This design comes from an exercise in tuning for small area on the open sky130 flow, not from production work. In this exercise RTL edits were held to simulation tests only and were not proved equivalent to the original. The flow treats the clock pin as an ideal source. Dropping or thinning the clock tree relies on that and would not hold on a real chip. No activity file was given, so power comes from the tool's default toggle rates.

## build 42
==> flow/design.v (excerpt) <==
module mii_arp_top (
    input  logic       i_sys_clk,
    input  logic       i_nreset,
    input  logic       i_rx_enable,
    input  logic       i_rx_dv,
    input  logic [3:0] i_rx_data,
    output logic       o_tx_valid,
    output logic [7:0] o_tx_data
);
clock: 6.0 ns
lec_check: 0
abc_area: 1
cap_margin: 20
core_margin: 2
core_utilization: 40
slew_margin: 20
standard.sh (not shown) runs the stock make flow with config.mk's settings and CLKGATE_MAP_FILE= SYNTH_SCRIPT=/design/flow/synth_recipe.tcl, a recipe that flattens the netlist after the stock synthesis.
==> flow/flow/run.sh <==
#!/bin/bash
# Standard layout, with: the combinational logic of the standard synthesis
# re-mapped for area (flip-flops untouched), single-size port buffers, and a
# clock tree whose leaf level is rebuilt as a few balanced groups.
set -o pipefail
W=$(pwd)
R=$W/orfs/results/sky130hd/mii_arp_top/base
export BUFFER_PORTS_ARGS="-buffer_cell sky130_fd_sc_hd__buf_1"
export CTS_ARGS="-sink_clustering_enable -repair_clock_nets -dont_use_dummy_load -buf_list sky130_fd_sc_hd__clkbuf_4 -root_buf sky130_fd_sc_hd__clkbuf_8"
export RMP_LIB=$W/rmp.lib
export POST_CTS_TCL=$W/flow/post_cts.tcl
export CLK_LEAF_CELL=sky130_fd_sc_hd__clkbuf_8
export CLK_GROUP_MAX=19
python3 $W/flow/filter_lib.py $FLOW_HOME/platforms/sky130hd/lib/sky130_fd_sc_hd__tt_025C_1v80.lib $RMP_LIB > $W/filter_lib.log 2>&1 || exit 1
bash $W/standard.sh synth > $W/standard_synth.log 2>&1 || exit 1
cp $R/1_2_yosys.v $W/standard_synth.v
export REOPT_IN=$W/standard_synth.v REOPT_OUT=$W/reopt.v REOPT_ABC=$W/flow/reopt.abc
$FLOW_HOME/../tools/install/yosys/bin/yosys -c $W/flow/reopt.tcl > $W/reopt.log 2>&1 || exit 1
cp $W/reopt.v $R/1_2_yosys.v
rm -f $R/1_synth.odb
bash $W/standard.sh "$@" > $W/standard.log 2>&1
==> flow/flow/reopt.abc <==
&get -n
&deepsyn -T 20
&put
dch -f
amap
Other scripts of this flow, unchanged in this note and not shown: flow/flow/filter_lib.py, flow/flow/post_cts.tcl, flow/flow/reopt.tcl
--- input diff build 42..build 84 ---
diff --git a/flow/flow/run.sh b/flow/flow/run.sh
--- a/flow/flow/run.sh
+++ b/flow/flow/run.sh
@@ -9 +9 @@
-export CTS_ARGS="-sink_clustering_enable -repair_clock_nets -dont_use_dummy_load -buf_list sky130_fd_sc_hd__clkbuf_4 -root_buf sky130_fd_sc_hd__clkbuf_8"
+export CTS_ARGS="-sink_clustering_enable -repair_clock_nets -dont_use_dummy_load -buf_list sky130_fd_sc_hd__clkbuf_4 -root_buf sky130_fd_sc_hd__clkbuf_4"
@@ -11,0 +12 @@
+export POST_SYNTH_TCL=$W/flow/post_synth.tcl
==> flow/flow/post_synth.tcl (new file) <==
# Drive the two shift-enable nets (64 and 84 loads) with the strongest size of
# their driving gate, instead of letting repair hang buffer trees on them.
foreach net [get_nets *] {
  set loads [get_pins -of_objects $net -filter "direction==input"]
  if {[llength $loads] < 32 || [llength $loads] > 120} { continue }
  set drv [get_pins -of_objects $net -filter "direction==output"]
  if {[llength $drv] != 1} { continue }
  set inst [get_cells -of_objects $drv]
  set ref [get_property $inst ref_name]
  if {![regexp {^(sky130_fd_sc_hd__\w+)_\d+$} $ref -> base]} { continue }
  foreach size {4 2} {
    set cell [get_lib_cells -quiet */${base}_$size]
    if {[llength $cell]} {
      puts "upsize [get_full_name $inst] $ref -> ${base}_$size ([llength $loads] loads)"
      replace_cell $inst $cell
      break
    }
  }
}
==> flow/flow/reopt.abc <==
&get -n
&deepsyn -T 20
&put
dch -f
amap
strash
&get -n
&deepsyn -T 20
&put
dch -f
amap
[summary]
Re met1 layer wirelength in the final routing: build 84 is 250 µm up on build 42. Diff build 42 -> build 84: overall power consumption lost about 1%; number of standard cells in the layout, taps in and fillers out roughly the same; final design area excluding fillers now sits lower; leakage power figure decreased by 1.4% relative to the old numbers.
What build 96 does differently from build 84 at the input level:
diff --git a/flow/flow/run.sh b/flow/flow/run.sh
--- a/flow/flow/run.sh
+++ b/flow/flow/run.sh
@@ -9 +9 @@
-export CTS_ARGS="-sink_clustering_enable -repair_clock_nets -dont_use_dummy_load -buf_list sky130_fd_sc_hd__clkbuf_4 -root_buf sky130_fd_sc_hd__clkbuf_4"
+export CTS_ARGS="-sink_clustering_enable -repair_clock_nets -dont_use_dummy_load -buf_list sky130_fd_sc_hd__clkbuf_4 -root_buf sky130_fd_sc_hd__clkbuf_8"
==> flow/flow/reopt.abc <==
&get -n
&deepsyn -T 20
&put
dch -f
amap
[summary]
- Number of global-route vias before repair: build 96 vs build 84 up 24
- Relative to build 84, post-detailed-route via-to-cell ratio has gone up in build 96.
- Delta (build 96 minus build 84): minimum clock period has decreased; sequential share of layout area has decreased; worst stage delay on the critical path has decreased.
No run of this note takes its clock network from TritonCTS; it comes from the design's own scripts or RTL.

========
== run A ==
The RTL this note starts from:
==> flow/design.v <==
module mii_arp_top (
    input  logic       i_sys_clk,
    input  logic       i_nreset,
    input  logic       i_rx_enable,
    input  logic       i_rx_dv,
    input  logic [3:0] i_rx_data,
    output logic       o_tx_valid,
    output logic [7:0] o_tx_data
);
    localparam logic [7:0] CNT_END   = 8'd21;
    localparam logic [7:0] CNT_FREE  = 8'd26;
    localparam logic [7:0] CNT_COPY2 = 8'd168;
    localparam logic [7:0] CNT_DONE  = 8'd178;
    logic       last_dv;
    logic       acc;       
    logic       busy;      
    logic       arp;       
    logic [7:0] cnt;
    logic [3:0] low_nib;
    logic [7:0] pre_q [8];    
    logic [7:0] snd_q [10];   
    logic [3:0] ofs;
    logic       start_acc;
    logic       frame_end;
    logic       wr;
    logic [6:0] bidx;
    logic [7:0] rx_byte;
    logic       wr_pre;
    logic       wr_snd;
    logic       tx_on;
    logic       kick;
    logic       rot;
    logic       shift_snd;
    logic [5:0] idx;
    logic [7:0] lit;
    assign start_acc = i_rx_dv && !last_dv && i_rx_enable && !busy;
    assign frame_end = acc && !i_rx_dv;
    assign wr        = acc && i_rx_dv && cnt[0];
    assign bidx      = cnt[7:1];
    assign rx_byte   = {i_rx_data, low_nib};
    assign wr_pre    = wr && bidx < 7'd8;
    assign wr_snd    = wr && bidx >= 7'd30 && bidx < 7'd40;
    assign tx_on     = busy && cnt[7];
    assign kick      = busy && cnt == CNT_COPY2;
    assign rot       = ofs != 4'd0 && !(acc && cnt >= 8'd60);
    assign shift_snd = wr_snd || kick || rot;
    always_ff @(posedge i_sys_clk) begin
        low_nib <= i_rx_data;
        if (wr_pre || tx_on) begin
            for (int k = 0; k < 7; k++) pre_q[k] <= pre_q[k+1];
            pre_q[7] <= rx_byte;
        end
        if (shift_snd) begin
            for (int k = 0; k < 9; k++) snd_q[k] <= snd_q[k+1];
            snd_q[9] <= wr_snd ? rx_byte : snd_q[0];
            if ((wr_snd && bidx == 7'd30) || kick) begin
                ofs <= 4'd1;
            end else begin
                ofs <= (ofs == 4'd9) ? 4'd0 : ofs + 4'd1;
            end
        end
        if (start_acc) begin
            arp <= 1'b1;
        end else if (acc && i_rx_dv && cnt[7:2] == 6'd10) begin
            case (cnt[1:0])
                2'd0: arp <= arp && i_rx_data == 4'h8;
                2'd2: arp <= arp && i_rx_data == 4'h6;
                default: arp <= arp && i_rx_data == 4'h0;
            endcase
        end else if (frame_end) begin
            arp <= arp && cnt >= 8'd44;
        end
        if (start_acc) begin
            cnt <= 8'd1;
        end else if (frame_end) begin
            cnt <= CNT_END;
        end else if (busy || !cnt[7]) begin
            cnt <= cnt + 8'd1;
        end
    end
    always_ff @(posedge i_sys_clk) begin
        if (!i_nreset) begin
            last_dv <= 1'b0;
            acc     <= 1'b0;
            busy    <= 1'b0;
        end else begin
            last_dv <= i_rx_dv;
            acc     <= start_acc || (acc && i_rx_dv);
            if (frame_end) begin
                busy <= 1'b1;
            end else if ((cnt == CNT_FREE && !arp) || cnt == CNT_DONE) begin
                busy <= 1'b0;
            end
        end
    end
    localparam logic [255:0] LIT_BYTES = {
        48'hffff_ffff_ffff,
        48'h1234_5678_9abc,
        16'h0806,
        64'h0001_0800_0604_0002,
        48'h1234_5678_9abc,
        32'h0a45_452a
    };
    assign idx = cnt[5:0];
    always_comb begin
        lit = 8'h00;
        for (int k = 0; k < 32; k++) begin
            if (idx == 6'(k + 8)) lit = LIT_BYTES[255 - 8*k -: 8];
        end
    end
    assign o_tx_valid = busy && arp && cnt[7] && cnt != CNT_DONE;
    assign o_tx_data  = (idx < 6'd8) ? pre_q[0] : (idx < 6'd40) ? lit : snd_q[0];
endmodule
Settings: LEC_CHECK=0, CAP_MARGIN=20, CORE_MARGIN=2, CORE_UTILIZATION=40, SLEW_MARGIN=20; clock period 6.0 ns.
run.sh (not shown) runs the stock make flow with config.mk's settings and CLKGATE_MAP_FILE= SYNTH_SCRIPT=/design/flow/synth_recipe.tcl, a recipe that flattens the netlist after the stock synthesis.
Stock flow here: none of the scripts above is used.
The inputs of run B differ from those of run A as listed below.
Settings: an added CTS_CLUSTER_DIAMETER of 100; an added CTS_BUF_LIST of sky130_fd_sc_hd__clkbuf_8; an added ABC_AREA of 1; an added CTS_CLUSTER_SIZE of 40.
==> comparison <==
- Summary — count of standard-cell rows, run B relative to run A: lower, by about 2.2%.
- Run B finished every step from synthesis to the final layout, and the layout passed the timing, design-rule and antenna checks.
- The die height of run B falls short of that of run A by 2.1%.
- Run B: stage delay of the slowest cell on the critical path is 250 ps lower than what run A reported.
- In the reports for run B and run A, the smaller sequential share of layout area belongs to run A.
- Wire length on met1: higher on run A
- Between run B and run A, global-route usage is higher for run A, run B comes in under that.
- Clock skew (run B over run A): increase, 3.2 ps
- Compared with run A, in run B combinational group share of total power fell 2.2 points; maximum frequency up about 8%.
- Synthesized area down 4.3% in run B wrt run A
What run C does differently from run B at the input level:
Settings: clearing CTS_CLUSTER_DIAMETER, which used to be 100; clearing CTS_CLUSTER_SIZE, which used to be 40; clearing CTS_BUF_LIST, which used to be sky130_fd_sc_hd__clkbuf_8.
==> flow/flow/run.sh (new file) <==
#!/bin/bash
set -o pipefail
export BUFFER_PORTS_ARGS="-buffer_cell sky130_fd_sc_hd__buf_1"
export CTS_ARGS="-sink_clustering_enable -repair_clock_nets -dont_use_dummy_load -buf_list sky130_fd_sc_hd__clkbuf_8"
cp standard.sh standard.sh.txt
bash standard.sh > standard.log 2>&1
==> flow/standard.sh (new file) <==
#!/bin/bash
# synth_recipe.tcl (not shown) runs the flow's synth.tcl, then flattens the netlist and writes it again
# the make line also repeats each setting of config.mk as NAME=value (left out here)
make -C /OpenROAD-flow-scripts/flow DESIGN_CONFIG=/design/flow/config.mk WORK_HOME=/design/flow/orfs CLKGATE_MAP_FILE= SYNTH_SCRIPT=/design/flow/synth_recipe.tcl "${@:-finish}"
removed: flow/run.sh
Notes after the runs:
- Per the comparison of run C with run B, maximum frequency climbed 6.7%; detailed-route wire length on metal 1 down 57 um; sequential logic power saw little to no change.
- Run C | stages: all done | timing, DRC, antenna: all pass

-- separate check: timing with driven ports --
No port has a modelled driver above. Below, the same layouts with a new extraction and two added sets of constraints. Step 1 sets driving cells, clkbuf_16 on the clock port and buf_2 on the other inputs (assumed; they add their load-dependent delay and slew). Step 2 moves the port delays by t, midway between the first and last clock arrival at a register: inputs arrive t later, outputs are due t later. That takes back most of the time a late clock gives input paths. Three values: no drivers, after step 1, after step 2; two values: the first two.
run	t, ns	setup slack, ns	worst setup path at the end	slew at the worst register clock pin (ns)	worst data-port slew with drivers (ns)
build 42	0.435	2.098 / 2.066 / 2.101	input to register	0.12 / 0.12	0.03
build 84	0.514	1.329 / 1.298 / 1.812	register to output	0.11 / 0.11	0.03
build 96	0.433	2.076 / 2.043 / 1.940	input to register	0.12 / 0.12	0.03
run A	0.447	1.219 / 1.181 / 1.628	register to output	0.06 / 0.06	0.03
run B	0.466	1.571 / 1.536 / 2.002	register to output	0.08 / 0.08	0.03
run C	0.461	1.850 / 1.817 / 2.277	register to output	0.08 / 0.08	0.03
After both steps every run listed still meets setup and hold. For build 96, which loses most, drivers alone change the setup slack by -0.033 ns; drivers and shift together by -0.136 ns.
